This is an optimization exercise on Yosys and OpenROAD, whose aim is small area, a short achievable clock period and few clock cycles, not a production implementation. Function was not checked in any run shown here: the RTL went through the layout flow alone.

==> flow/design.v <==
package dehaze_pkg;
    localparam int img_dim = 8;
    localparam int num_pix = img_dim * img_dim;
    function automatic logic [6:0] gain_lut(input logic [7:0] d);
        case (d)
            8'd0: gain_lut = 7'd64;
            8'd1: gain_lut = 7'd64;
            8'd2: gain_lut = 7'd64;
            8'd3: gain_lut = 7'd64;
            8'd4: gain_lut = 7'd61;
            8'd5: gain_lut = 7'd61;
            8'd6: gain_lut = 7'd61;
            8'd7: gain_lut = 7'd59;
            8'd8: gain_lut = 7'd59;
            8'd9: gain_lut = 7'd59;
            8'd10: gain_lut = 7'd57;
            8'd11: gain_lut = 7'd57;
            8'd12: gain_lut = 7'd57;
            8'd13: gain_lut = 7'd57;
            8'd14: gain_lut = 7'd55;
            8'd15: gain_lut = 7'd55;
            8'd16: gain_lut = 7'd55;
            8'd17: gain_lut = 7'd53;
            8'd18: gain_lut = 7'd53;
            8'd19: gain_lut = 7'd53;
            8'd20: gain_lut = 7'd51;
            8'd21: gain_lut = 7'd51;
            8'd22: gain_lut = 7'd51;
            8'd23: gain_lut = 7'd51;
            8'd24: gain_lut = 7'd50;
            8'd25: gain_lut = 7'd50;
            8'd26: gain_lut = 7'd50;
            8'd27: gain_lut = 7'd48;
            8'd28: gain_lut = 7'd48;
            8'd29: gain_lut = 7'd48;
            8'd30: gain_lut = 7'd47;
            8'd31: gain_lut = 7'd47;
            8'd32: gain_lut = 7'd47;
            8'd33: gain_lut = 7'd47;
            8'd34: gain_lut = 7'd45;
            8'd35: gain_lut = 7'd45;
            8'd36: gain_lut = 7'd45;
            8'd37: gain_lut = 7'd44;
            8'd38: gain_lut = 7'd44;
            8'd39: gain_lut = 7'd44;
            8'd40: gain_lut = 7'd43;
            8'd41: gain_lut = 7'd43;
            8'd42: gain_lut = 7'd43;
            8'd43: gain_lut = 7'd43;
            8'd44: gain_lut = 7'd42;
            8'd45: gain_lut = 7'd42;
            8'd46: gain_lut = 7'd42;
            8'd47: gain_lut = 7'd41;
            8'd48: gain_lut = 7'd41;
            8'd49: gain_lut = 7'd41;
            8'd50: gain_lut = 7'd40;
            8'd51: gain_lut = 7'd40;
            8'd52: gain_lut = 7'd40;
            8'd53: gain_lut = 7'd40;
            8'd54: gain_lut = 7'd39;
            8'd55: gain_lut = 7'd39;
            8'd56: gain_lut = 7'd39;
            8'd57: gain_lut = 7'd38;
            8'd58: gain_lut = 7'd38;
            8'd59: gain_lut = 7'd38;
            8'd60: gain_lut = 7'd37;
            8'd61: gain_lut = 7'd37;
            8'd62: gain_lut = 7'd37;
            8'd63: gain_lut = 7'd37;
            8'd64: gain_lut = 7'd36;
            8'd65: gain_lut = 7'd36;
            8'd66: gain_lut = 7'd36;
            8'd67: gain_lut = 7'd35;
            8'd68: gain_lut = 7'd35;
            8'd69: gain_lut = 7'd35;
            8'd70: gain_lut = 7'd34;
            8'd71: gain_lut = 7'd34;
            8'd72: gain_lut = 7'd34;
            8'd73: gain_lut = 7'd34;
            8'd74: gain_lut = 7'd34;
            8'd75: gain_lut = 7'd34;
            8'd76: gain_lut = 7'd34;
            8'd77: gain_lut = 7'd33;
            8'd78: gain_lut = 7'd33;
            8'd79: gain_lut = 7'd33;
            8'd80: gain_lut = 7'd32;
            8'd81: gain_lut = 7'd32;
            8'd82: gain_lut = 7'd32;
            8'd83: gain_lut = 7'd32;
            8'd84: gain_lut = 7'd32;
            8'd85: gain_lut = 7'd32;
            8'd86: gain_lut = 7'd32;
            8'd87: gain_lut = 7'd31;
            8'd88: gain_lut = 7'd31;
            8'd89: gain_lut = 7'd31;
            8'd90: gain_lut = 7'd30;
            8'd91: gain_lut = 7'd30;
            8'd92: gain_lut = 7'd30;
            8'd93: gain_lut = 7'd30;
            8'd94: gain_lut = 7'd30;
            8'd95: gain_lut = 7'd30;
            8'd96: gain_lut = 7'd30;
            8'd97: gain_lut = 7'd29;
            8'd98: gain_lut = 7'd29;
            8'd99: gain_lut = 7'd29;
            8'd100: gain_lut = 7'd29;
            8'd101: gain_lut = 7'd29;
            8'd102: gain_lut = 7'd29;
            8'd103: gain_lut = 7'd29;
            8'd104: gain_lut = 7'd28;
            8'd105: gain_lut = 7'd28;
            8'd106: gain_lut = 7'd28;
            8'd107: gain_lut = 7'd28;
            8'd108: gain_lut = 7'd28;
            8'd109: gain_lut = 7'd28;
            8'd110: gain_lut = 7'd27;
            8'd111: gain_lut = 7'd27;
            8'd112: gain_lut = 7'd27;
            8'd113: gain_lut = 7'd27;
            8'd114: gain_lut = 7'd27;
            8'd115: gain_lut = 7'd27;
            8'd116: gain_lut = 7'd27;
            8'd117: gain_lut = 7'd26;
            8'd118: gain_lut = 7'd26;
            8'd119: gain_lut = 7'd26;
            8'd120: gain_lut = 7'd26;
            8'd121: gain_lut = 7'd26;
            8'd122: gain_lut = 7'd26;
            8'd123: gain_lut = 7'd26;
            8'd124: gain_lut = 7'd25;
            8'd125: gain_lut = 7'd25;
            8'd126: gain_lut = 7'd25;
            8'd127: gain_lut = 7'd25;
            8'd128: gain_lut = 7'd25;
            8'd129: gain_lut = 7'd25;
            8'd130: gain_lut = 7'd25;
            8'd131: gain_lut = 7'd25;
            8'd132: gain_lut = 7'd25;
            8'd133: gain_lut = 7'd25;
            8'd134: gain_lut = 7'd24;
            8'd135: gain_lut = 7'd24;
            8'd136: gain_lut = 7'd24;
            8'd137: gain_lut = 7'd24;
            8'd138: gain_lut = 7'd24;
            8'd139: gain_lut = 7'd24;
            8'd140: gain_lut = 7'd23;
            8'd141: gain_lut = 7'd23;
            8'd142: gain_lut = 7'd23;
            8'd143: gain_lut = 7'd23;
            8'd144: gain_lut = 7'd23;
            8'd145: gain_lut = 7'd23;
            8'd146: gain_lut = 7'd23;
            8'd147: gain_lut = 7'd23;
            8'd148: gain_lut = 7'd23;
            8'd149: gain_lut = 7'd23;
            8'd150: gain_lut = 7'd22;
            8'd151: gain_lut = 7'd22;
            8'd152: gain_lut = 7'd22;
            8'd153: gain_lut = 7'd22;
            8'd154: gain_lut = 7'd22;
            8'd155: gain_lut = 7'd22;
            8'd156: gain_lut = 7'd22;
            8'd157: gain_lut = 7'd22;
            8'd158: gain_lut = 7'd22;
            8'd159: gain_lut = 7'd22;
            8'd160: gain_lut = 7'd21;
            8'd161: gain_lut = 7'd21;
            8'd162: gain_lut = 7'd21;
            8'd163: gain_lut = 7'd21;
            8'd164: gain_lut = 7'd21;
            8'd165: gain_lut = 7'd21;
            8'd166: gain_lut = 7'd21;
            8'd167: gain_lut = 7'd21;
            8'd168: gain_lut = 7'd21;
            8'd169: gain_lut = 7'd21;
            8'd170: gain_lut = 7'd21;
            8'd171: gain_lut = 7'd21;
            8'd172: gain_lut = 7'd21;
            8'd173: gain_lut = 7'd21;
            8'd174: gain_lut = 7'd20;
            8'd175: gain_lut = 7'd20;
            8'd176: gain_lut = 7'd20;
            8'd177: gain_lut = 7'd20;
            8'd178: gain_lut = 7'd20;
            8'd179: gain_lut = 7'd20;
            8'd180: gain_lut = 7'd20;
            8'd181: gain_lut = 7'd20;
            8'd182: gain_lut = 7'd20;
            8'd183: gain_lut = 7'd20;
            8'd184: gain_lut = 7'd20;
            8'd185: gain_lut = 7'd20;
            8'd186: gain_lut = 7'd20;
            8'd187: gain_lut = 7'd19;
            8'd188: gain_lut = 7'd19;
            8'd189: gain_lut = 7'd19;
            8'd190: gain_lut = 7'd19;
            8'd191: gain_lut = 7'd19;
            8'd192: gain_lut = 7'd19;
            8'd193: gain_lut = 7'd19;
            8'd194: gain_lut = 7'd19;
            8'd195: gain_lut = 7'd19;
            8'd196: gain_lut = 7'd19;
            8'd197: gain_lut = 7'd19;
            8'd198: gain_lut = 7'd19;
            8'd199: gain_lut = 7'd19;
            8'd200: gain_lut = 7'd18;
            8'd201: gain_lut = 7'd18;
            8'd202: gain_lut = 7'd18;
            8'd203: gain_lut = 7'd18;
            8'd204: gain_lut = 7'd18;
            8'd205: gain_lut = 7'd18;
            8'd206: gain_lut = 7'd18;
            8'd207: gain_lut = 7'd18;
            8'd208: gain_lut = 7'd18;
            8'd209: gain_lut = 7'd18;
            8'd210: gain_lut = 7'd18;
            8'd211: gain_lut = 7'd18;
            8'd212: gain_lut = 7'd18;
            8'd213: gain_lut = 7'd18;
            8'd214: gain_lut = 7'd17;
            8'd215: gain_lut = 7'd17;
            8'd216: gain_lut = 7'd17;
            8'd217: gain_lut = 7'd17;
            8'd218: gain_lut = 7'd17;
            8'd219: gain_lut = 7'd17;
            8'd220: gain_lut = 7'd17;
            8'd221: gain_lut = 7'd17;
            8'd222: gain_lut = 7'd17;
            8'd223: gain_lut = 7'd17;
            8'd224: gain_lut = 7'd17;
            8'd225: gain_lut = 7'd17;
            8'd226: gain_lut = 7'd17;
            8'd227: gain_lut = 7'd17;
            8'd228: gain_lut = 7'd17;
            8'd229: gain_lut = 7'd17;
            8'd230: gain_lut = 7'd17;
            8'd231: gain_lut = 7'd17;
            8'd232: gain_lut = 7'd17;
            8'd233: gain_lut = 7'd17;
            8'd234: gain_lut = 7'd16;
            8'd235: gain_lut = 7'd16;
            8'd236: gain_lut = 7'd16;
            8'd237: gain_lut = 7'd16;
            8'd238: gain_lut = 7'd16;
            8'd239: gain_lut = 7'd16;
            8'd240: gain_lut = 7'd16;
            8'd241: gain_lut = 7'd16;
            8'd242: gain_lut = 7'd16;
            8'd243: gain_lut = 7'd16;
            8'd244: gain_lut = 7'd16;
            8'd245: gain_lut = 7'd16;
            8'd246: gain_lut = 7'd16;
            8'd247: gain_lut = 7'd16;
            8'd248: gain_lut = 7'd16;
            8'd249: gain_lut = 7'd16;
            8'd250: gain_lut = 7'd16;
            8'd251: gain_lut = 7'd16;
            8'd252: gain_lut = 7'd16;
            8'd253: gain_lut = 7'd16;
            8'd254: gain_lut = 7'd16;
            8'd255: gain_lut = 7'd16;
            default: gain_lut = 7'd16;
        endcase
    endfunction
endpackage
`timescale 1ns/1ps
module dehaze_top (
    input  logic        clk,
    input  logic        rst,
    input  logic        in_req,
    output logic        in_ack,
    input  logic [23:0] in_pix,      
    output logic        out_req,
    input  logic        out_ack,
    output logic [23:0] out_pix,     
    output logic        out_last
);
    logic        i_full;            
    logic [23:0] ipix;
    logic [23:0] ch [0:8];          
    logic [5:0]  cnt;               
    logic [3:0]  nold;              
    logic        oraw;              
    logic        pin;               
    logic        pdr;               
    logic [6:0]  gain;
    logic [7:0]  vm [0:7];          
    logic [7:0]  v3p;               
    logic [7:0]  pmin;              
    function automatic logic [7:0] min2(input logic [7:0] a, input logic [7:0] b);
        min2 = (a < b) ? a : b;
    endfunction
    function automatic logic [7:0] min3(input logic [23:0] p);
        logic rg, rb, gb;
        rg = p[23:16] < p[15:8];
        rb = p[23:16] < p[7:0];
        gb = p[15:8]  < p[7:0];
        min3 = (rg && rb) ? p[23:16] : (!rg && gb) ? p[15:8] : p[7:0];
    endfunction
    function automatic logic [7:0] recover(input logic [7:0] c, input logic [6:0] g);
        logic [7:0]  u;
        logic [13:0] s, k, pp, ns, nk;
        logic [14:0] p;
        u = ~c;
        s = {6'b0, u & {8{g[0]}}};
        k = 14'd0;
        for (int j = 1; j < 6; j++) begin
            pp = {6'b0, u & {8{g[j]}}} << j;
            ns = s ^ k ^ pp;
            nk = ((s & k) | (s & pp) | (k & pp)) << 1;
            s  = ns;
            k  = nk;
        end
        p = {1'b0, s + k} | (g[6] ? {1'b0, u, 6'b0} : 15'd0);
        recover = (|p[14:12]) ? 8'd0 : ~p[11:4];
    endfunction
    logic [7:0] m_new, m_up, v3, dark, vm_new;
    logic [3:0] nnew;
    logic       out_free, do_in, do_drain, c8_valid, interior;
    assign m_new  = min3(ipix);
    assign m_up   = min3(ch[7]);
    assign v3     = min2(vm[7], m_new);
    assign dark   = min2(min2(pmin, vm[7]), m_new);
    assign vm_new = min2(m_up, m_new);
    assign nnew     = (cnt > 6'd8) ? 4'd9 : cnt[3:0];
    assign out_free = (!oraw && !out_req) || (out_req && out_ack);
    assign do_in    = i_full && !pin && out_free;
    assign do_drain = !i_full && !pdr && (nold != 4'd0) && out_free;
    assign c8_valid = (nold != 4'd0) || (cnt > 6'd8);
    assign interior = (cnt[2:1] != 2'd0) && (cnt[5:4] != 2'd0);
    always_ff @(posedge clk or posedge rst) begin
        if (rst) begin
            i_full  <= 1'b0;
            in_ack  <= 1'b0;
            cnt     <= '0;
            nold    <= '0;
            oraw    <= 1'b0;
            out_req <= 1'b0;
            pin     <= 1'b0;
            pdr     <= 1'b0;
        end else begin
            if (in_req && !in_ack && (!i_full || pin)) begin
                i_full <= 1'b1;
                in_ack <= 1'b1;
            end else begin
                if (in_ack && !in_req) in_ack <= 1'b0;
                if (pin) i_full <= 1'b0;
            end
            pin <= do_in;
            pdr <= do_drain;
            if (pin) begin
                cnt <= cnt + 1'b1;
                if (cnt == 6'd63) nold <= 4'd9;
                else if (nold != 4'd0) nold <= nold - 1'b1;
            end else if (pdr) begin
                nold <= nold - 1'b1;
            end
            if (out_req && out_ack) out_req <= 1'b0;
            if (oraw && !out_ack) begin
                oraw    <= 1'b0;
                out_req <= 1'b1;
            end
            if ((do_in && c8_valid) || do_drain) oraw <= 1'b1;
        end
    end
    always_ff @(posedge clk) begin
        if (!i_full || pin) ipix <= in_pix;
        if (pin) begin
            ch[0] <= ipix;
            vm[0] <= vm_new;
            for (int k = 1; k < 8; k++) vm[k] <= vm[k-1];
            v3p  <= v3;
            pmin <= min2(v3p, v3);
        end
        for (int k = 1; k < 9; k++) begin
            if (pin || (pdr && nnew < 4'(k))) ch[k] <= ch[k-1];
        end
        if (do_in || do_drain) begin
            out_pix  <= ch[8];
            out_last <= (nold == 4'd1);
            gain     <= (do_in && interior) ? dehaze_pkg::gain_lut(dark) : 7'd16;
        end else if (oraw && !out_ack) begin
            out_pix[23:16] <= recover(out_pix[23:16], gain);
            out_pix[15:8]  <= recover(out_pix[15:8], gain);
            out_pix[7:0]   <= recover(out_pix[7:0], gain);
        end
    end
endmodule
==> flow/config.mk <==
export PLATFORM = sky130hd
export DESIGN_NAME = dehaze_top
export DESIGN_NICKNAME = dehaze_top
export VERILOG_FILES = /design/flow/design.v
export SDC_FILE = /design/flow/constraint.sdc
export NUM_CORES = 4
export LEC_CHECK = 0
export CAP_MARGIN = 20
export CORE_MARGIN = 2
export CORE_UTILIZATION = 70
export SLEW_MARGIN = 20
==> flow/run.sh <==
#!/bin/bash
# synth_recipe.tcl (not shown) runs the flow's synth.tcl, then flattens the netlist and writes it again
# the make line also repeats each setting of config.mk as NAME=value (left out here)
make -C /OpenROAD-flow-scripts/flow DESIGN_CONFIG=/design/flow/config.mk WORK_HOME=/design/flow/orfs CLKGATE_MAP_FILE= SYNTH_SCRIPT=/design/flow/synth_recipe.tcl finish
==> flow/constraint.sdc <==
create_clock -name core_clock -period 25.0 [get_ports {clk}]
set_input_delay 5.0000 -clock core_clock [delete_from_list [all_inputs] [get_ports {clk}]]
set_output_delay 5.0000 -clock core_clock [all_outputs]
set_load 0.01 [all_outputs]
==> results of run 1 <==
-- layout by cell type, fill, tap and decap left out, drive strengths merged, types with 4 or more instances in the layout --
master | netlist | layout
a21oi | 54 | 54
xor2 | 8 | 8
clkinv | 0 | 12
nand4 | 4 | 4
clkdlybuf4s50 | 0 | 54
nor2b | 78 | 78
and3 | 5 | 5
xnor2 | 11 | 11
a211oi | 9 | 9
nand2 | 76 | 76
o21a | 11 | 11
maj3 | 8 | 8
nor3 | 13 | 13
mux2 | 21 | 21
or3 | 11 | 11
a211o | 5 | 5
a2111oi | 9 | 9
o22ai | 4 | 4
a32o | 15 | 15
ha | 122 | 122
and2 | 5 | 5
inv | 178 | 182
a311oi | 5 | 5
dfrtp | 16 | 16
fa | 81 | 81
buf | 13 | 9
bufinv | 0 | 5
o31ai | 5 | 5
a21o | 27 | 27
or2 | 5 | 5
nand3 | 16 | 16
nor3b | 6 | 6
mux2i | 25 | 25
nand2b | 80 | 80
nor2 | 44 | 44
clkbuf | 22 | 39
a22o | 9 | 9
o21ai | 65 | 65
edfxtp | 352 | 352
a31oi | 8 | 8
-- state kept, by name, summed over array words and instances, names as in the netlist --
register	flops
vm	64
out_req	1
gain	7
oraw	1
out_pix	24
i_full	1
pmin	8
ch	216
ipix	24
pdr	1
cnt	6
v3p	8
nold	4
pin	1
in_ack	1
out_last	1
-- final timing paths --
| path | endpoint | slack, ns | cells after the start |
|---|---|---|---|
| worst min register to register | ch[1][11] | 0.41 | 0 |
| worst max-delay path | out_pix[6] | 17.76 | 5 |
| worst max register to register | pmin[5] | 18.25 | 23 |
| worst min-delay path | ch[1][11] | 0.41 | 0 |
| min in group asynchronous | in_ack | 4.86 | 2 |
| max in group asynchronous | pin | 19.67 | 2 |
-- per-layer routing --
layer / vias up / routed length (um)
met2: 485 / 20400
met3: 139 / 2260
met1: 5729 / 15400
met4: 0 / 1950
met5: - / 0
li1: 5377 / -
-- worst max-delay path: stages --
cell	delay [ns]
clkdlybuf4s50_1	0.52
a21oi_1	0.10
nor4_1	0.32
or2_2	0.65
a21o_1	0.78
-- layout make-up --
class,count,area [um^2]
Clock buffer,39,901
Inverter,178,668
Clock inverter,22,279
Timing Repair Buffer,63,616
Sequential cell,368,11000
Fill cell,1652,6030
Multi-Input combinational cell,885,7690
Tap cell,378,473
-- metrics by stage --
stage               hold slack (ns)  utilization, %  std cells
global placement              0.400            73.8       1871
detailed placement            0.405            73.8       1871
global route                  0.422            78.2       1933
floorplan                     0.400               -       1466
finish                        0.414            78.2       1933
CTS                           0.412            78.1       1932
-- cell families (layout without fill, tap and decap cells) --
logic type               after synthesis  in the layout  share of synthesized area [%]
multiplexers                          46             46                           2.75
AND/OR/NAND/NOR                      350            350                           9.72
XOR/XNOR                              19             19                          0.854
buffers and inverters                213            302                           4.32
adder cells (fa/ha/maj)              211            211                           16.6
flip-flops                           368            368                           56.3
AO/OA/AOI/OAI                        259            259                           9.48
==> summary.md, run 1 <==
| Metric | Value |
|---|---|
| Grt peak-use layer | `met2` |
| First-pass GRT wire length | `63.9 mm` |
| Critical Path AT | `7.39 ns` |
| Peak Freq | `138 MHz` |
| Via count | `around 12000` |
| # port buffers | `54` |
| # nets final | `~1800` |
| Syn_nets | `1697` |
| Gr usage total | `between 20% and 30%` |
| Count leader, synth | `edfxtp_1` |
| Final hold vios | `0` |
| # IOs | `55` |
| Grt met3 use | `roughly 4.0%` |
| Outcome | `complete, no violations` |
| Cts bufs inserted | `35` |
| Largest net degree at the start of global routing | `76` |
| Via density | `between 6 and 7` |
| CTS tree | `yes` |
| Share of cells above drive strength 1 | `under 10%` |
| Setup Viol. Count Final | `0` |
| Met1 usage | `35.5%` |
| Hold buffer count at cts | `0` |
| Hold WC Path Type | `reg -> reg` |
| Post-synthesis cell count | `between 1000 and 1500` |
| Worst Setup SP | `out_ack` |
| # diodes | `0` |
| TritonRoute pass-1 iters | `6` |
| Grt total ovfl | `0` |
| CTS clk-pin slew, worst paths | `0.07 ns` |
| Syn avg cell area | `about 13 um^2` |
| DR WL/cell | `around 21 um` |
| Initial antenna violation count | `0` |
| Syn-to-layout area delta | `10.9%` |
| DP HPWL | `27.3 mm` |
| Post-Place Worst Slack | `around 17 ns` |
| Final WL | `40.0 mm` |
| Final Slew Violations | `0` |
| # rows | `between 60 and 70` |
| Vias in the first global route | `~12000` |
| Clk root buf | `clkbuf_16` |
| Max-Cap Viols | `0` |
| Die Span X | `roughly 170 um` |
| Max transition margin | `between 20% and 30%` |
| Clk latency of the worst-skew pair | `0.54 ns` |
| Final worst slack | `~18 ns` |
| RSZ-0062 raised after global routing | `no` |
| Slew @ Worst Pin | `around 1.1 ns` |
| Synth area leaders | `edfxtp_1 (54%), fa_1 (8.3%), ha_1 (7.8%)` |
| Core box area | `approximately 28000 um^2` |
| Skew final | `roughly 0.022 ns` |
| # resized after CTS | `0` |
| Die Span Y | `about 170 um` |
| R2r startpoint | `ipix[15]` |
| DRC violations left | `0` |
| Primary FF master, synth | `edfxtp_1` |
| GPL Wtd Cong | `0.924` |
| Period utilization | `a little under 30%` |
| GR Util met2 | `50.4%` |
| EDFF count, synth | `around 350` |
| Post-layout minimum cycle time | `around 7.2 ns` |
| Setup_tns | `0 ns` |
| Yosys reg bits | `~370` |
| Worst setup EP type | `register` |
| Setup CP Type | `in -> reg` |
| Post-synth top area share | `a little over half` |
| Max FO, Critical Path | `36` |
| CTS max path bufs | `3` |
| Crit path launch type | `input pin` |
| Setup Buffers After CTS | `0` |
| Die footprint | `29200 um^2` |
| Async SR Flop Fraction | `about 4.3%` |
| Iteration-0 DRC Markers | `887` |
| Finished Cell Area | `between 20000 and 25000 um^2` |
| H-Tree Depth | `2` |
| Hold Crit Start | `ch[0][11]` |
| Antenna viol nets, final | `0` |
| CTS sink cnt | `around 370` |
| Initial Utilization | `between 70% and 80%` |
| Yosys warns | `3` |
| Mapped cell area | `between 15000 and 20000 um^2` |
| Seq/Total Area, Yosys | `a little under three fifths` |
| Cell variety after synth | `83` |
| Yosys top cell by area | `edfxtp_1` |
| Most frequent cells after synthesis | `edfxtp_1 (352), inv_1 (174), ha_1 (122), fa_1 (81), nand2b_1 (80)` |
| Placed cell areas | `a little over 20000 um^2` |
| CP required | `roughly 25 ns` |
==> run 2: changes to the inputs <==
--- a/flow/design.v
+++ b/flow/design.v
@@ -316,3 +316,3 @@
     endfunction
-    logic [7:0] m_new, m_up, v3, dark, vm_new;
+    logic [7:0] m_new, m_up, v3, dark, pm_new, vm_new;
     logic [3:0] nnew;
@@ -323,2 +323,3 @@
     assign dark   = min2(min2(pmin, vm[7]), m_new);
+    assign pm_new = min2(min2(v3p, vm[7]), m_new);
     assign vm_new = min2(m_up, m_new);
@@ -372,3 +373,3 @@
             v3p  <= v3;
-            pmin <= min2(v3p, v3);
+            pmin <= pm_new;
         end
--- a/flow/config.mk
+++ b/flow/config.mk
@@ -7,5 +7,5 @@
 export LEC_CHECK = 0
-export CAP_MARGIN = 20
+export CAP_MARGIN = 80
 export CORE_MARGIN = 2
 export CORE_UTILIZATION = 70
-export SLEW_MARGIN = 20
+export SLEW_MARGIN = 80
==> run 2 against run 1 <==
  * Still clean on timing, DRC and antenna
  * First-iteration DRC count rose by 25%
  * Clock skew down 0.0030 ns
  * Synthesized cell count increased by 2.4%
  * Global-route usage grew 1.7 points
  * Register-to-register slack lost 0.05 ns
  * Non-clock buffer count rose by 110
  * Die area increased by 0.92%
  * Largest cell class unchanged
  * Highest routed layer unchanged
==> summary.md, run 2 <==
| Metric | Value |
|---|---|
| Die footprint | `29500 um^2 (was 29200 um^2)` |
| Clk latency of the worst-skew pair | `0.55 ns (was 0.54 ns)` |
| Crit path launch type | `input pin (unchanged)` |
| Max FO, Critical Path | `17 (was 36)` |
| Yosys warns | `3 (unchanged)` |
| Final WL | `45.6 mm (was 40.0 mm)` |
| CTS tree | `yes (unchanged)` |
| Core box area | `27700 um^2 (was 27600 um^2)` |
| CP cell instances | `clkdlybuf4s50_1 > a21oi_4 > nor2_2 > or2_4 > buf_6 > buf_6 > a2111oi_2 > and2_2 > a32o_1 (was clkdlybuf4s50_1 > a21oi_1 > nor4_1 > or2_2 > a21o_1)` |
| Mapped cell area | `19700 um^2 (was 19500 um^2)` |
| Worst setup EP type | `register (unchanged)` |
| R2r worst-path depth | `32 (was 23)` |
| Hold buffer count at cts | `0 (unchanged)` |
| Share of cells above drive strength 1 | `19.3% (was 7.40%)` |
| Grt total ovfl | `0 (unchanged)` |
| Final Util | `85.4% (was 78.2%)` |
| Syn-to-layout area delta | `20.2% (was 10.9%)` |
| Max incr delay on CP | `0.50 ns (was 0.78 ns)` |
| Outcome | `complete, no violations (unchanged)` |
| Async SR Flop Fraction | `4.35% (unchanged)` |
| Max transition margin | `78.8% (was 25.4%)` |
| Die Span Y | `172 um (was 171 um)` |
| # port buffers | `54 (unchanged)` |
| Most flop-heavy register | `ch (unchanged)` |
| Peak Freq | `144 MHz (was 138 MHz)` |
| Max-Cap Viols | `0 (unchanged)` |
| Initial antenna violation count | `0 (unchanged)` |
| Grt peak-use layer | `met2 (unchanged)` |
| Final hold vios | `0 (unchanged)` |
| Count leader, synth | `edfxtp_1 (unchanged)` |
| Slew @ Worst Pin | `0.309 ns (was 1.11 ns)` |
| Setup crit end | `out_pix[23] (was out_pix[6])` |
| R2r startpoint | `vm[7][4] (was ipix[15])` |
| Die Span X | `172 um (was 171 um)` |
| Post-synthesis cell count | `1501 (was 1466)` |
| H-Tree Depth | `2 (unchanged)` |
| # nets final | `1904 (was 1762)` |
| Final worst slack | `18.03 ns (was 17.76 ns)` |
| Post-synth top area share | `53.7% (was 54.2%)` |
| Setup CP Type | `in -> reg (unchanged)` |
| Yosys reg bits | `368 (unchanged)` |
| Syn_nets | `1739 (was 1697)` |
| Fillers | `1324 (was 1652)` |
| Clk root buf | `clkbuf_16 (unchanged)` |
| Grt met3 use | `4.30% (was 4.00%)` |
| Primary FF master, synth | `edfxtp_1 (unchanged)` |
| Cell variety after synth | `70 (was 83)` |
| Post-Place Worst Slack | `17.43 ns (was 17.22 ns)` |
| CTS sink cnt | `368 (unchanged)` |
| Most frequent cells after synthesis | `edfxtp_1 (352), inv_1 (162), ha_1 (129), nand2b_1 (83), fa_1 (81) (was edfxtp_1 (352), inv_1 (174), ha_1 (122), fa_1 (81), nand2b_1 (80))` |
| Placed cell areas | `21900 um^2 (was 20400 um^2)` |
| TritonRoute pass-1 iters | `6 (unchanged)` |
| # rows | `61 (unchanged)` |
| Gr usage total | `30.4% (was 28.6%)` |
| GPL Wtd Cong | `0.887 (was 0.924)` |
| Seq/Total Area, Yosys | `55.8% (was 56.3%)` |
| Finished Cell Area | `23600 um^2 (was 21600 um^2)` |
| DR WL/cell | `22.0 um (was 20.7 um)` |
| Worst path slowest cell | `clkdlybuf4s50_1 (was a21o_1)` |
| # resized after CTS | `0 (unchanged)` |
| # IOs | `55 (unchanged)` |
| Skew final | `0.0185 ns (was 0.0215 ns)` |
| Commonest non-fill, non-tap cells in the layout | `edfxtp_1 (352), inv_1 (155), ha_1 (128), nand2b_1 (83), fa_1 (81) (was edfxtp_1 (352), inv_1 (174), ha_1 (122), fa_1 (81), nand2b_1 (80))` |
| CP bufs+invs | `3 (was 1)` |
| CP Depth | `9 (was 5)` |
| Yosys top cell by area | `edfxtp_1 (unchanged)` |
| Critical Path AT | `7.37 ns (was 7.39 ns)` |
| Initial Utilization | `71.0% (was 70.5%)` |
| Via density | `6.22 (was 6.07)` |
| Post-layout minimum cycle time | `6.97 ns (was 7.24 ns)` |
| RSZ-0062 raised after global routing | `no (unchanged)` |
| EDFF count, synth | `352 (unchanged)` |
| CTS clk-pin slew, worst paths | `0.06 ns (was 0.07 ns)` |
| GR Util met2 | `53.2% (was 50.4%)` |
| Largest net degree at the start of global routing | `26 (was 76)` |
| Vias in the first global route | `12654 (was 11956)` |
| Hold WC Path Type | `reg -> reg (unchanged)` |
| DRC violations left | `0 (unchanged)` |
| Via count | `12887 (was 11730)` |
| Period utilization | `27.9% (was 29.0%)` |
| Cts bufs inserted | `37 (was 35)` |
| Biggest regs | `ch: 216 flops, vm: 64 flops (unchanged)` |
| CTS max path bufs | `3 (unchanged)` |
| Setup Buffers After CTS | `0 (unchanged)` |
| Met1 usage | `38.2% (was 35.5%)` |
| Final Slew Violations | `0 (unchanged)` |
| Syn avg cell area | `13.1 um^2 (was 13.3 um^2)` |
| First-pass GRT wire length | `68.0 mm (was 63.9 mm)` |
| # diodes | `0 (unchanged)` |
| Antenna viol nets, final | `0 (unchanged)` |
| Max reg flops | `216 (unchanged)` |
| CP required | `25.40 ns (was 25.14 ns)` |
| R2R setup slack | `18.20 ns (was 18.25 ns)` |
| Most common cell after layout, fill and taps aside | `edfxtp_1 (unchanged)` |
| Most used cell, CP | `buf_6` |
| Top delay family on crit path | `buffers and inverters (was simple AND/OR/NAND/NOR gates)` |
| Reg-to-Reg End | `gain[3] (was pmin[5])` |
| Setup Viol. Count Final | `0 (unchanged)` |
| Synth area leaders | `edfxtp_1 (54%), fa_1 (8.2%), ha_1 (8.2%) (was edfxtp_1 (54%), fa_1 (8.3%), ha_1 (7.8%))` |
| Setup_tns | `0 ns (unchanged)` |
| Worst Setup SP | `out_ack (unchanged)` |
| Iteration-0 DRC Markers | `1106 (was 887)` |
| DP HPWL | `29.4 mm (was 27.3 mm)` |
## run 2: changes by cell type after synthesis, sizes merged, moves of 9 or more
cell	delta
or3	-11
nor2	+17
a21oi	+9
o21ai	-12
inv	-14
## run 2: per-stage QoR
step / std cells / hold slack (ns)
floorplan: 1501 / 0.400
global placement: 1895 / 0.400
detailed placement: 1985 / 0.405
CTS: 2051 / 0.394
global route: 2071 / 0.402
finish: 2071 / 0.413
## run 2: cells by family after synthesis
family | after synthesis | synth area share [%]
AND/OR/NAND/NOR | 368 | 9.96
flip-flops | 368 | 55.8
AO/OA/AOI/OAI | 265 | 9.41
adder cells (fa/ha/maj) | 216 | 16.8
buffers and inverters | 214 | 4.38
multiplexers | 50 | 2.83
XOR/XNOR | 20 | 0.891
## run 2: layer usage
layer	vias up	wire length, um
met4	0	2330
met3	203	3120
met2	680	23000
met5	-	0
li1	5730	-
met1	6274	17200
## run 2: worst min path at each step
stage               startpoint   endpoint  slack (ns)  cells after the start
detailed placement    ch[0][5]   ch[1][5]        0.40                      0
finish               ch[3][15]  ch[4][15]        0.41                      0
floorplan             ch[0][0]   ch[1][0]        0.40                      0
global route         ch[3][15]  ch[4][15]        0.40                      0
global placement      vm[1][0]   vm[2][0]        0.40                      0
CTS                  ch[3][15]  ch[4][15]        0.39                      0
## run 2: layout make-up
type                            count  area [um^2]  area share [%]
Timing Repair Buffer              173         1530            6.45
Clock buffer                       44          952            4.03
Sequential cell                   368        11000            46.4
Multi-Input combinational cell    919         8770            37.1
Tap cell                          378          473            2.00
Inverter                          167          644            2.72
Clock inverter                     22          305            1.29
==> run 3: changes to the inputs <==
==> flow/flow/run.sh (new file) <==
#!/bin/bash
# Own flow: the standard synthesis, then the standard ORFS layout with the
# platform's delay cells kept out of buffering and resizing (they otherwise end
# up as port and wire buffers). Each step's output goes to its own log here.
set -euo pipefail
PLATFORM_DONT_USE="sky130_fd_sc_hd__probe_p_8 sky130_fd_sc_hd__probec_p_8 sky130_fd_sc_hd__lpflow_bleeder_1 sky130_fd_sc_hd__lpflow_clkbufkapwr_1 sky130_fd_sc_hd__lpflow_clkbufkapwr_16 sky130_fd_sc_hd__lpflow_clkbufkapwr_2 sky130_fd_sc_hd__lpflow_clkbufkapwr_4 sky130_fd_sc_hd__lpflow_clkbufkapwr_8 sky130_fd_sc_hd__lpflow_clkinvkapwr_1 sky130_fd_sc_hd__lpflow_clkinvkapwr_16 sky130_fd_sc_hd__lpflow_clkinvkapwr_2 sky130_fd_sc_hd__lpflow_clkinvkapwr_4 sky130_fd_sc_hd__lpflow_clkinvkapwr_8 sky130_fd_sc_hd__lpflow_decapkapwr_12 sky130_fd_sc_hd__lpflow_decapkapwr_3 sky130_fd_sc_hd__lpflow_decapkapwr_4 sky130_fd_sc_hd__lpflow_decapkapwr_6 sky130_fd_sc_hd__lpflow_decapkapwr_8 sky130_fd_sc_hd__lpflow_inputiso0n_1 sky130_fd_sc_hd__lpflow_inputiso0p_1 sky130_fd_sc_hd__lpflow_inputiso1n_1 sky130_fd_sc_hd__lpflow_inputiso1p_1 sky130_fd_sc_hd__lpflow_inputisolatch_1 sky130_fd_sc_hd__lpflow_isobufsrc_1 sky130_fd_sc_hd__lpflow_isobufsrc_16 sky130_fd_sc_hd__lpflow_isobufsrc_2 sky130_fd_sc_hd__lpflow_isobufsrc_4 sky130_fd_sc_hd__lpflow_isobufsrc_8 sky130_fd_sc_hd__lpflow_isobufsrckapwr_16 sky130_fd_sc_hd__lpflow_lsbuf_lh_hl_isowell_tap_1 sky130_fd_sc_hd__lpflow_lsbuf_lh_hl_isowell_tap_2 sky130_fd_sc_hd__lpflow_lsbuf_lh_hl_isowell_tap_4 sky130_fd_sc_hd__lpflow_lsbuf_lh_isowell_4 sky130_fd_sc_hd__lpflow_lsbuf_lh_isowell_tap_1 sky130_fd_sc_hd__lpflow_lsbuf_lh_isowell_tap_2 sky130_fd_sc_hd__lpflow_lsbuf_lh_isowell_tap_4"
DELAY_CELLS="sky130_fd_sc_hd__clkdlybuf4s15_1 sky130_fd_sc_hd__clkdlybuf4s15_2 sky130_fd_sc_hd__clkdlybuf4s18_1 sky130_fd_sc_hd__clkdlybuf4s18_2 sky130_fd_sc_hd__clkdlybuf4s25_1 sky130_fd_sc_hd__clkdlybuf4s25_2 sky130_fd_sc_hd__clkdlybuf4s50_1 sky130_fd_sc_hd__clkdlybuf4s50_2 sky130_fd_sc_hd__dlygate4sd1_1 sky130_fd_sc_hd__dlygate4sd2_1 sky130_fd_sc_hd__dlygate4sd3_1 sky130_fd_sc_hd__dlymetal6s2s_1 sky130_fd_sc_hd__dlymetal6s4s_1 sky130_fd_sc_hd__dlymetal6s6s_1"
bash standard.sh synth > synth.log 2>&1
bash standard.sh "DONT_USE_CELLS=$PLATFORM_DONT_USE $DELAY_CELLS" finish > layout.log 2>&1
test -s out/final.def
==> flow/standard.sh (new file) <==
#!/bin/bash
# synth_recipe.tcl (not shown) runs the flow's synth.tcl, then flattens the netlist and writes it again
# the make line also repeats each setting of config.mk as NAME=value (left out here)
make -C /OpenROAD-flow-scripts/flow DESIGN_CONFIG=/design/flow/config.mk WORK_HOME=/design/flow/orfs CLKGATE_MAP_FILE= SYNTH_SCRIPT=/design/flow/synth_recipe.tcl "${@:-finish}"
removed: flow/run.sh
==> run 3 against run 2 <==
  * Sequential share of layout area grew 0.98 points
  * Global-route usage decreased by 0.68 points
  * Final cell count up 0.43%
  * Largest cell class unchanged
==> summary.md, run 3 <==
| Metric | Value |
|---|---|
| Post-Place Worst Slack | `17.84 ns (was 17.43 ns)` |
| Yosys top cell by area | `edfxtp_1 (unchanged)` |
| Post-layout minimum cycle time | `6.57 ns (was 6.97 ns)` |
| Yosys warns | `3 (unchanged)` |
| Core box area | `27700 um^2 (unchanged)` |
| Hold WC Path Type | `reg -> reg (unchanged)` |
| CTS sink cnt | `368 (unchanged)` |
| Via count | `12833 (was 12887)` |
| Setup Buffers After CTS | `0 (unchanged)` |
| Die Span X | `172 um (unchanged)` |
| # IOs | `55 (unchanged)` |
| Endpoint, Worst Hold | `ch[7][15] (was ch[4][15])` |
| Async SR Flop Fraction | `4.35% (unchanged)` |
| Syn_nets | `1739 (unchanged)` |
| Commonest non-fill, non-tap cells in the layout | `edfxtp_1 (352), inv_1 (155), ha_1 (128), nand2b_1 (83), fa_1 (81) (unchanged)` |
| Antenna viol nets, final | `0 (unchanged)` |
| R2r startpoint | `vm[7][1] (was vm[7][4])` |
| Critical Path AT | `6.97 ns (was 7.37 ns)` |
| Final hold vios | `0 (unchanged)` |
| TritonRoute pass-1 iters | `5 (was 6)` |
| R2R setup slack | `18.51 ns (was 18.20 ns)` |
| Syn-to-layout area delta | `17.7% (was 20.2%)` |
| EDFF count, synth | `352 (unchanged)` |
| Die footprint | `29500 um^2 (unchanged)` |
| Die Span Y | `172 um (unchanged)` |
| Worst hold slack | `0.406 ns (was 0.413 ns)` |
| # rows | `61 (unchanged)` |
| Max-Cap Viols | `0 (unchanged)` |
| Met1 WL | `17.0 mm (was 17.2 mm)` |
| Setup Viol. Count Final | `0 (unchanged)` |
| CP required | `25.40 ns (about the same)` |
| Gr usage total | `29.7% (was 30.4%)` |
| Hold Crit Start | `ch[6][15] (was ch[3][15])` |
| Max transition margin | `73.6% (was 78.8%)` |
| RSZ-0062 raised after global routing | `no (unchanged)` |
| Cell variety after synth | `70 (unchanged)` |
| Met2 Routed Length | `23.1 mm (was 23.0 mm)` |
| Clk root buf | `clkbuf_16 (unchanged)` |
| Outcome | `complete, no violations (unchanged)` |
| Final WL | `45.1 mm (was 45.6 mm)` |
| Clk latency of the worst-skew pair | `0.55 ns (about the same)` |
| Worst setup EP type | `register (unchanged)` |
| Grt total ovfl | `0 (unchanged)` |
| Primary FF master, synth | `edfxtp_1 (unchanged)` |
| Post-synthesis cell count | `1501 (unchanged)` |
| Hold buffer count at cts | `0 (unchanged)` |
| Final worst slack | `18.43 ns (was 18.03 ns)` |
| Biggest regs | `ch: 216 flops, vm: 64 flops (unchanged)` |
| Max reg flops | `216 (unchanged)` |
| Most frequent cells after synthesis | `edfxtp_1 (352), inv_1 (162), ha_1 (129), nand2b_1 (83), fa_1 (81) (unchanged)` |
| Post-synth top area share | `53.7% (unchanged)` |
| Seq/Total Area, Yosys | `55.8% (unchanged)` |
| # resized after CTS | `0 (unchanged)` |
| Skew final | `0.0351 ns (was 0.0185 ns)` |
| Top Metal Used | `met5 (was met4)` |
| R2r worst-path depth | `32 (unchanged)` |
| Syn avg cell area | `13.1 um^2 (unchanged)` |
| Worst Hold Depth | `0 (unchanged)` |
| # nets final | `1911 (was 1904)` |
| # port buffers | `54 (unchanged)` |
| Synth area leaders | `edfxtp_1 (54%), fa_1 (8.2%), ha_1 (8.2%) (unchanged)` |
| Setup_tns | `0 ns (unchanged)` |
| Vias in the first global route | `12806 (was 12654)` |
| Reg-to-Reg End | `gain[3] (unchanged)` |
| GPL Wtd Cong | `0.901 (was 0.887)` |
| Most flop-heavy register | `ch (unchanged)` |
| Peak Freq | `152 MHz (was 144 MHz)` |
| Slew @ Worst Pin | `0.394 ns (was 0.309 ns)` |
| Max FO, Critical Path | `17 (unchanged)` |
| Crit path launch type | `input pin (unchanged)` |
| Share of cells above drive strength 1 | `19.8% (was 19.3%)` |
| DP HPWL | `29.3 mm (was 29.4 mm)` |
| Setup CP Type | `in -> reg (unchanged)` |
| Largest net degree at the start of global routing | `28 (was 26)` |
| Iteration-0 DRC Markers | `975 (was 1106)` |
| Mapped cell area | `19700 um^2 (unchanged)` |
| DRC violations left | `0 (unchanged)` |
| CTS max path bufs | `3 (unchanged)` |
| Yosys reg bits | `368 (unchanged)` |
| DR WL/cell | `21.7 um (was 22.0 um)` |
| Initial antenna violation count | `1 (was 0)` |
| Via density | `6.17 (was 6.22)` |
| Most common cell after layout, fill and taps aside | `edfxtp_1 (unchanged)` |
| CTS tree | `yes (unchanged)` |
| Cts bufs inserted | `37 (unchanged)` |
| Final Slew Violations | `0 (unchanged)` |
| Period utilization | `26.3% (was 27.9%)` |
| Metal3 WL | `2.92 mm (was 3.12 mm)` |
| First-pass GRT wire length | `67.1 mm (was 68.0 mm)` |
| H-Tree Depth | `2 (unchanged)` |
| Initial Utilization | `71.0% (unchanged)` |
| CTS clk-pin slew, worst paths | `0.06 ns (about the same)` |
| Count leader, synth | `edfxtp_1 (unchanged)` |
run 3: how the worst max path moves through the flow:
stage | start | slack (ns) | depth (start not counted) | to
after detailed placement | out_ack | 17.84 | 9 | out_pix[22]
after floorplan | out_ack | 17.78 | 6 | out_pix[0]
after CTS | out_ack | 18.35 | 9 | out_pix[22]
after global routing | vm[7][1] | 18.07 | 32 | gain[3]
after global placement | out_ack | 17.65 | 5 | out_pix[19]
final | out_ack | 18.43 | 9 | out_pix[11]
run 3: layout make-up:
cell class | count | area (um^2)
inverter | 167 | 644
fill | 1407 | 4550
multi-input combinational | 919 | 8770
clock inverter | 26 | 287
clock buffer | 41 | 941
tap | 378 | 473
timing repair buffer | 180 | 1060
sequential | 368 | 11000
antenna | 1 | 2.50
run 3: per-stage QoR:
stage | util (%) | instance area, um^2 | std cells
floorplan | - | 19700 | 1501
global placement | 72.8 | 20200 | 1896
detailed placement | 77.7 | 21500 | 1994
CTS | 82.1 | 22700 | 2061
global route | 83.6 | 23200 | 2079
finish | 83.6 | 23200 | 2080
run 3: cells by family after synthesis:
family          after synthesis  synth area share (%)
flops                       368                  55.8
buf+inv                     214                  4.38
xor+xnor                     20                 0.891
mux                          50                  2.83
compound gates              265                  9.41
simple gates                368                  9.96
fa+ha+maj                   216                  16.8
run 3: worst max-delay path: stages:
cell and delay [ns]:
buf_1 0.16, a21oi_4 0.26, nor2_2 0.10, or2_4 0.30
buf_6 0.17, buf_8 0.16, a2111oi_2 0.31, and2_2 0.29
a32o_1 0.20
run 3: metal layers:
layer / global-route usage [%] / up-vias
met3: 4.44 / 144
met2: 51.8 / 583
li1: - / 5753
met1: 37.2 / 6351
met4: 12.6 / 2
met5: 0 / -
==> run 4: changes to the inputs <==
--- a/flow/config.mk
+++ b/flow/config.mk
@@ -7,5 +7,5 @@
 export LEC_CHECK = 0
-export CAP_MARGIN = 80
+export CAP_MARGIN = 50
 export CORE_MARGIN = 2
 export CORE_UTILIZATION = 70
-export SLEW_MARGIN = 80
+export SLEW_MARGIN = 50
==> run 4 against run 3 <==
  * Synthesized cell count did not move
  * Global-route usage shrank 2.7 points
  * Critical endpoint is now gain[3]
  * Still clean
  * Via count decreased by 7.9%
  * Critical path type is now reg -> reg
==> summary.md, run 4 <==
| Metric | Value |
|---|---|
| Outcome | `complete, no violations (unchanged)` |
| Max incr delay on CP | `0.63 ns (was 0.31 ns)` |
| DRC violations left | `0 (unchanged)` |
| Cts bufs inserted | `36 (was 37)` |
| Clk root buf | `clkbuf_16 (unchanged)` |
| Hold buffer count at cts | `0 (unchanged)` |
| Yosys top cell by area | `edfxtp_1 (unchanged)` |
| RSZ-0062 raised after global routing | `no (unchanged)` |
| Grt peak-use layer | `met2 (unchanged)` |
| Critical Path AT | `7.12 ns (was 6.97 ns)` |
| CTS tree | `yes (unchanged)` |
| Share of cells above drive strength 1 | `8.11% (was 19.8%)` |
| Via density | `6.00 (was 6.17)` |
| Via count | `11817 (was 12833)` |
| R2r startpoint | `ipix[10] (was vm[7][1])` |
| Count leader, synth | `edfxtp_1 (unchanged)` |
| Largest net degree at the start of global routing | `53 (was 28)` |
| DR WL/cell | `19.4 um (was 21.7 um)` |
| Final WL | `38.2 mm (was 45.1 mm)` |
| # port buffers | `54 (unchanged)` |
| Initial antenna violation count | `0 (was 1)` |
| EDFF count, synth | `352 (unchanged)` |
| Skew final | `0.0242 ns (was 0.0351 ns)` |
| Post-synthesis cell count | `1501 (unchanged)` |
| Setup Buffers After CTS | `0 (unchanged)` |
| Post-layout minimum cycle time | `6.89 ns (was 6.57 ns)` |
| Top delay family on crit path | `compound AO/OA/AOI/OAI gates (unchanged)` |
| Final Slew Violations | `0 (unchanged)` |
| Post-synth top area share | `53.7% (unchanged)` |
| Commonest non-fill, non-tap cells in the layout | `edfxtp_1 (352), inv_1 (160), ha_1 (129), nand2b_1 (83), fa_1 (81) (was edfxtp_1 (352), inv_1 (155), ha_1 (128), nand2b_1 (83), fa_1 (81))` |
| CTS clk-pin slew, worst paths | `0.06 ns (about the same)` |
| Max-Cap Viols | `0 (unchanged)` |
| CP cell instances | `inv_1 > ha_1 > a211o_1 > a31oi_1 > o21a_1 > a211o_1 > mux2i_1 > a21oi_1 > buf_1 > inv_1 > ha_1 > a21o_1 > a21oi_1 > nor2b_1 > nor3_1 > o311a_4 > nor2_1 > a21oi_1 > inv_1 > ha_1 > mux2i_1 > o221ai_1 > a311oi_1 > a211oi_1 (was buf_1 > a21oi_4 > nor2_2 > or2_4 > buf_6 > buf_8 > a2111oi_2 > and2_2 > a32o_1)` |
| Biggest regs | `ch: 216 flops, vm: 64 flops (unchanged)` |
| Syn-to-layout area delta | `9.59% (was 17.7%)` |
| Worst path slowest cell | `o311a_4 (was a2111oi_2)` |
| Max FO, Critical Path | `52 (was 17)` |
| H-Tree Depth | `2 (unchanged)` |
| Die Span Y | `172 um (unchanged)` |
| Mapped cell area | `19700 um^2 (unchanged)` |
| CP bufs+invs | `4 (was 3)` |
| Final hold vios | `0 (unchanged)` |
| Setup_tns | `0 ns (unchanged)` |
| Crit path launch type | `register (was input pin)` |
| Setup CP Type | `reg -> reg (was in -> reg)` |
| Most frequent cells after synthesis | `edfxtp_1 (352), inv_1 (162), ha_1 (129), nand2b_1 (83), fa_1 (81) (unchanged)` |
| Syn_nets | `1739 (unchanged)` |
| CTS max path bufs | `3 (unchanged)` |
| Synth area leaders | `edfxtp_1 (54%), fa_1 (8.2%), ha_1 (8.2%) (unchanged)` |
| # rows | `61 (unchanged)` |
| Antenna viol nets, final | `0 (unchanged)` |
| CP required | `25.24 ns (was 25.40 ns)` |
| Die Span X | `172 um (unchanged)` |
| Seq/Total Area, Yosys | `55.8% (unchanged)` |
| Yosys warns | `3 (unchanged)` |
| First-pass GRT wire length | `61.7 mm (was 67.1 mm)` |
| Die footprint | `29500 um^2 (unchanged)` |
| Primary FF master, synth | `edfxtp_1 (unchanged)` |
| Grt total ovfl | `0 (unchanged)` |
| Most flop-heavy register | `ch (unchanged)` |
| Worst setup EP type | `register (unchanged)` |
| Setup Viol. Count Final | `0 (unchanged)` |
| Worst Setup SP | `ipix[10] (was out_ack)` |
| Hold WC Path Type | `reg -> reg (unchanged)` |
| Async SR Flop Fraction | `4.35% (unchanged)` |
| Met1 usage | `35.6% (was 37.2%)` |
| Grt met3 use | `3.68% (was 4.44%)` |
| Core box area | `27700 um^2 (unchanged)` |
| Initial Utilization | `71.0% (unchanged)` |
| TritonRoute pass-1 iters | `5 (unchanged)` |
| # IOs | `55 (unchanged)` |
| Cell variety after synth | `70 (unchanged)` |
| Yosys reg bits | `368 (unchanged)` |
| Slew @ Worst Pin | `0.792 ns (was 0.394 ns)` |
| # nets final | `1801 (was 1911)` |
| Vias in the first global route | `11948 (was 12806)` |
| Clk latency of the worst-skew pair | `0.54 ns (was 0.55 ns)` |
| Hold Crit Start | `vm[6][7] (was ch[6][15])` |
| Most common cell after layout, fill and taps aside | `edfxtp_1 (unchanged)` |
| Syn avg cell area | `13.1 um^2 (unchanged)` |
| Max reg flops | `216 (unchanged)` |
| CTS sink cnt | `368 (unchanged)` |
| Iteration-0 DRC Markers | `820 (was 975)` |
| Max transition margin | `47.1% (was 73.6%)` |
| Period utilization | `27.5% (was 26.3%)` |
| GPL Wtd Cong | `0.901 (unchanged)` |
| DP HPWL | `26.0 mm (was 29.3 mm)` |
| Gr usage total | `27.0% (was 29.7%)` |
| GR Util met2 | `45.4% (was 51.8%)` |
| # resized after CTS | `0 (unchanged)` |
| Peak Freq | `145 MHz (was 152 MHz)` |
==> run 4: metal layers <==
| layer | routed length (um) | vias up |
|---|---|---|
| li1 | - | 5517 |
| met1 | 15800 | 5745 |
| met2 | 18600 | 453 |
| met3 | 2100 | 102 |
| met4 | 1620 | 0 |
| met5 | 0 | - |
==> run 4: kinds of logic after synthesis <==
| group | synth area share, % |
|---|---|
| xor gates and xnor gates | 0.891 |
| and+or+nand+nor | 9.96 |
| DFF | 55.8 |
| muxes | 2.83 |
| adders and majority gates | 16.8 |
| buffers and inverters | 4.38 |
| AOI/OAI and AO/OA | 9.41 |
==> run 4: path summary, 6_finish.rpt <==
check	end	slack [ns]	depth (start not counted)
worst min-delay path	vm[7][7]	0.41	0
min in group asynchronous	nold[2]	4.40	2
worst min register to register	vm[7][7]	0.41	0
worst max register to register	gain[3]	18.11	24
max in group asynchronous	pin	20.32	2
worst max-delay path	gain[3]	18.11	24
==> run 4: per-stage QoR <==
stage / util, % / std cells / hold WS (ns) / setup WS, ns / instance area [um^2]
floorplan: - / 1501 / 0.400 / 17.78 / 19700
global placement: 72.8 / 1896 / 0.400 / 17.65 / 20200
detailed placement: 73.3 / 1901 / 0.405 / 17.68 / 20300
CTS: 77.6 / 1966 / 0.416 / 18.22 / 21500
global route: 77.8 / 1968 / 0.419 / 17.73 / 21600
finish: 77.8 / 1969 / 0.412 / 18.11 / 21600
==> run 4: layout make-up <==
type / count / area [um^2]
Clock inverter: 24 / 274
Tap cell: 378 / 473
Timing Repair Buffer: 71 / 343
Sequential cell: 368 / 11000
Clock buffer: 41 / 920
Multi-Input combinational cell: 919 / 7940
Antenna cell: 1 / 2.50
Inverter: 167 / 627
Fill cell: 1665 / 6150
==> run 5: changes to the inputs <==
--- a/flow/config.mk
+++ b/flow/config.mk
@@ -7,5 +7,5 @@
 export LEC_CHECK = 0
-export CAP_MARGIN = 50
+export CAP_MARGIN = 20
 export CORE_MARGIN = 2
 export CORE_UTILIZATION = 70
-export SLEW_MARGIN = 50
+export SLEW_MARGIN = 20
==> run 5 against run 4 <==
  * Area after synthesis unchanged
  * Still clean
  * Critical path depth decreased by 6
  * Sequential cell count unchanged
  * Design area decreased by 0.80%
  * Worst setup slack got worse by 0.55 ns
  * Final cell count decreased by 0.41%
  * Die area unchanged
  * Wire length increased by 0.82%
==> summary.md, run 5 <==
| Metric | Value |
|---|---|
| Most common cell after layout, fill and taps aside | `edfxtp_1 (unchanged)` |
| CTS sink cnt | `368 (unchanged)` |
| DP HPWL | `25.8 mm (was 26.0 mm)` |
| Final WL | `38.5 mm (was 38.2 mm)` |
| Final hold vios | `0 (unchanged)` |
| Yosys warns | `3 (unchanged)` |
| Vias in the first global route | `11953 (was 11948)` |
| Die Span Y | `172 um (unchanged)` |
| Syn_nets | `1739 (unchanged)` |
| Most flop-heavy register | `ch (unchanged)` |
| Via density | `6.02 (was 6.00)` |
| Yosys top cell by area | `edfxtp_1 (unchanged)` |
| CTS tree | `yes (unchanged)` |
| Biggest regs | `ch: 216 flops, vm: 64 flops (unchanged)` |
| Worst hold slack | `0.398 ns (was 0.412 ns)` |
| CP required | `25.26 ns (was 25.24 ns)` |
| # port buffers | `54 (unchanged)` |
| Period utilization | `29.8% (was 27.5%)` |
| Post-synth top area share | `53.7% (unchanged)` |
| Initial Utilization | `71.0% (unchanged)` |
| Grt total ovfl | `0 (unchanged)` |
| Core box area | `27700 um^2 (unchanged)` |
| Post-Place Worst Slack | `17.52 ns (was 17.68 ns)` |
| Crit path launch type | `register (unchanged)` |
| Clk root buf | `clkbuf_16 (unchanged)` |
| Placed cell areas | `20200 um^2 (was 20300 um^2)` |
| DR WL/cell | `19.6 um (was 19.4 um)` |
| Top delay family on crit path | `compound AO/OA/AOI/OAI gates (unchanged)` |
| Peak Freq | `134 MHz (was 145 MHz)` |
| Skew final | `0.0286 ns (was 0.0242 ns)` |
| Die footprint | `29500 um^2 (unchanged)` |
| Synth area leaders | `edfxtp_1 (54%), fa_1 (8.2%), ha_1 (8.2%) (unchanged)` |
| Cell variety after synth | `70 (unchanged)` |
| Hold buffer count at cts | `0 (unchanged)` |
| Count leader, synth | `edfxtp_1 (unchanged)` |
| Yosys reg bits | `368 (unchanged)` |
| Setup CP Type | `reg -> reg (unchanged)` |
| # rows | `61 (unchanged)` |
| Post-layout minimum cycle time | `7.44 ns (was 6.89 ns)` |
| Setup Buffers After CTS | `0 (unchanged)` |
| CP cell instances | `ha_1 > and2_1 > a221oi_1 > o21a_1 > nand2_1 > a311oi_2 > buf_1 > inv_1 > ha_1 > a21oi_1 > nor2_1 > nor3_1 > o311a_2 > mux2i_1 > a311oi_1 > a31oi_1 > o211ai_1 > a32o_1 (was inv_1 > ha_1 > a211o_1 > a31oi_1 > o21a_1 > a211o_1 > mux2i_1 > a21oi_1 > buf_1 > inv_1 > ha_1 > a21o_1 > a21oi_1 > nor2b_1 > nor3_1 > o311a_4 > nor2_1 > a21oi_1 > inv_1 > ha_1 > mux2i_1 > o221ai_1 > a311oi_1 > a211oi_1)` |
| Outcome | `complete, no violations (unchanged)` |
| Commonest non-fill, non-tap cells in the layout | `edfxtp_1 (352), inv_1 (162), ha_1 (129), nand2b_1 (83), fa_1 (81) (was edfxtp_1 (352), inv_1 (160), ha_1 (129), nand2b_1 (83), fa_1 (81))` |
| Max incr delay on CP | `0.94 ns (was 0.63 ns)` |
| Max reg flops | `216 (unchanged)` |
| GPL Wtd Cong | `0.901 (unchanged)` |
| Share of cells above drive strength 1 | `6.45% (was 8.11%)` |
| Iteration-0 DRC Markers | `753 (was 820)` |
| Async SR Flop Fraction | `4.35% (unchanged)` |
| R2R setup slack | `17.56 ns (was 18.11 ns)` |
| CTS clk-pin slew, worst paths | `0.07 ns (was 0.06 ns)` |
| Largest net degree at the start of global routing | `75 (was 53)` |
| Final Slew Violations | `0 (unchanged)` |
| Max FO, Critical Path | `52 (unchanged)` |
| RSZ-0062 raised after global routing | `no (unchanged)` |
| Finished Layout Cells | `1961 (was 1969)` |
| Placed cell count | `1896 (was 1901)` |
| Most used cell, CP | `ha_1` |
| CP bufs+invs | `2 (was 4)` |
| Antenna viol nets, final | `0 (unchanged)` |
| Syn avg cell area | `13.1 um^2 (unchanged)` |
| Mapped cell area | `19700 um^2 (unchanged)` |
| Max-Cap Viols | `0 (unchanged)` |
| H-Tree Depth | `2 (unchanged)` |
| Gr usage total | `27.6% (was 27.0%)` |
| TritonRoute pass-1 iters | `5 (unchanged)` |
| Primary FF master, synth | `edfxtp_1 (unchanged)` |
| Post-synthesis cell count | `1501 (unchanged)` |
| Finished Cell Area | `21400 um^2 (was 21600 um^2)` |
| CTS max path bufs | `3 (unchanged)` |
| EDFF count, synth | `352 (unchanged)` |
| Hold WC Path Type | `reg -> reg (unchanged)` |
| Clk latency of the worst-skew pair | `0.54 ns (about the same)` |
| Fillers | `1730 (was 1665)` |
| # nets final | `1794 (was 1801)` |
| Seq/Total Area, Yosys | `55.8% (unchanged)` |
| Final worst slack | `17.56 ns (was 18.11 ns)` |
| # IOs | `55 (unchanged)` |
| First-pass GRT wire length | `62.8 mm (was 61.7 mm)` |
| Worst setup EP type | `register (unchanged)` |
| Setup_tns | `0 ns (unchanged)` |
| Slew @ Worst Pin | `1.03 ns (was 0.792 ns)` |
| # resized after CTS | `0 (unchanged)` |
| Final Util | `77.2% (was 77.8%)` |
| Most frequent cells after synthesis | `edfxtp_1 (352), inv_1 (162), ha_1 (129), nand2b_1 (83), fa_1 (81) (unchanged)` |
| Cts bufs inserted | `36 (unchanged)` |
| Critical Path AT | `7.71 ns (was 7.12 ns)` |
| Max transition margin | `29.6% (was 47.1%)` |
| Via count | `11804 (was 11817)` |
| DRC violations left | `0 (unchanged)` |
| Setup Viol. Count Final | `0 (unchanged)` |
| Die Span X | `172 um (unchanged)` |
| Initial antenna violation count | `0 (unchanged)` |
| Syn-to-layout area delta | `8.72% (was 9.59%)` |
| Worst path slowest cell | `mux2i_1 (was o311a_4)` |
## run 5: cell counts after synthesis
Identical to the previous run, type by type.
## run 5: cells by family (layout without fill, tap and decap cells)
family,after synthesis,count (layout),share of synthesized area (%)
XOR/XNOR,20,20,0.891
buffers and inverters,214,295,4.38
AND/OR/NAND/NOR,368,368,9.96
adder cells (fa/ha/maj),216,216,16.8
multiplexers,50,50,2.83
flip-flops,368,368,55.8
AO/OA/AOI/OAI,265,265,9.41
other,0,1,0
## run 5: final timing paths
| check | start | endpoint | depth (start not counted) |
|---|---|---|---|
| setup / recovery | ipix[23] | gain[0] | 18 |
| hold / removal | ch[5][12] | ch[6][12] | 0 |
| setup reg to reg | ipix[23] | gain[0] | 18 |
| hold reg to reg | ch[5][12] | ch[6][12] | 0 |
| max in group asynchronous | rst | pin | 2 |
| min in group asynchronous | rst | nold[2] | 2 |
## run 5: area by class of cell
type	count	area (um^2)	share of cell area (%)
tap	378	473	2.21
sequential	368	11000	51.3
clock buffer	41	941	4.40
multi-input combinational	919	7870	36.8
antenna	1	2.50	0.0117
inverter	167	627	2.93
timing repair buffer	64	243	1.14
clock inverter	23	250	1.17
## run 5: metal layers
| metal | global-route usage (%) | up-vias | part of all wire [%] |
|---|---|---|---|
| li1 | - | 5515 | - |
| met1 | 37.2 | 5827 | 43 |
| met2 | 46.5 | 372 | 49 |
| met3 | 3.24 | 90 | 4.3 |
| met4 | 10.5 | 0 | 3.5 |
| met5 | 0 | - | 0 |

separate check: timing with driven ports:
Ports are ideal in the flow. The routed layouts listed here were re-timed in OpenROAD.
Step 1 sets driving cells, clkbuf_16 on the clock port and buf_2 on the other inputs (assumed; they add their load-dependent delay and slew).
Step 2 moves the port delays by t, midway between the first and last clock arrival at a register: inputs arrive t later, outputs are due t later. That takes back most of the time a late clock gives input paths.
Slacks: no drivers / after step 1 / after step 2; pairs: no drivers / after step 1.
run | t (ns) | slack for setup (ns) | clock arrival spread, ns | pins driven straight from the clock port
run 1 | 0.572 | 17.755 / 17.768 / 17.197 | 0.025 / 0.025 | 1
run 2 | 0.592 | 18.032 / 18.058 / 17.466 | 0.024 / 0.024 | 1
run 3 | 0.581 | 18.430 / 18.445 / 17.865 | 0.036 / 0.035 | 1
run 4 | 0.576 | 18.115 / 18.115 / 17.864 | 0.030 / 0.030 | 1
run 5 | 0.571 | 17.560 / 17.560 / 17.498 | 0.029 / 0.030 | 1
After both steps every run listed still meets setup and hold. The setup slack of run 2, which loses most, moves by +0.026 ns with the drivers and by -0.566 ns with both steps.
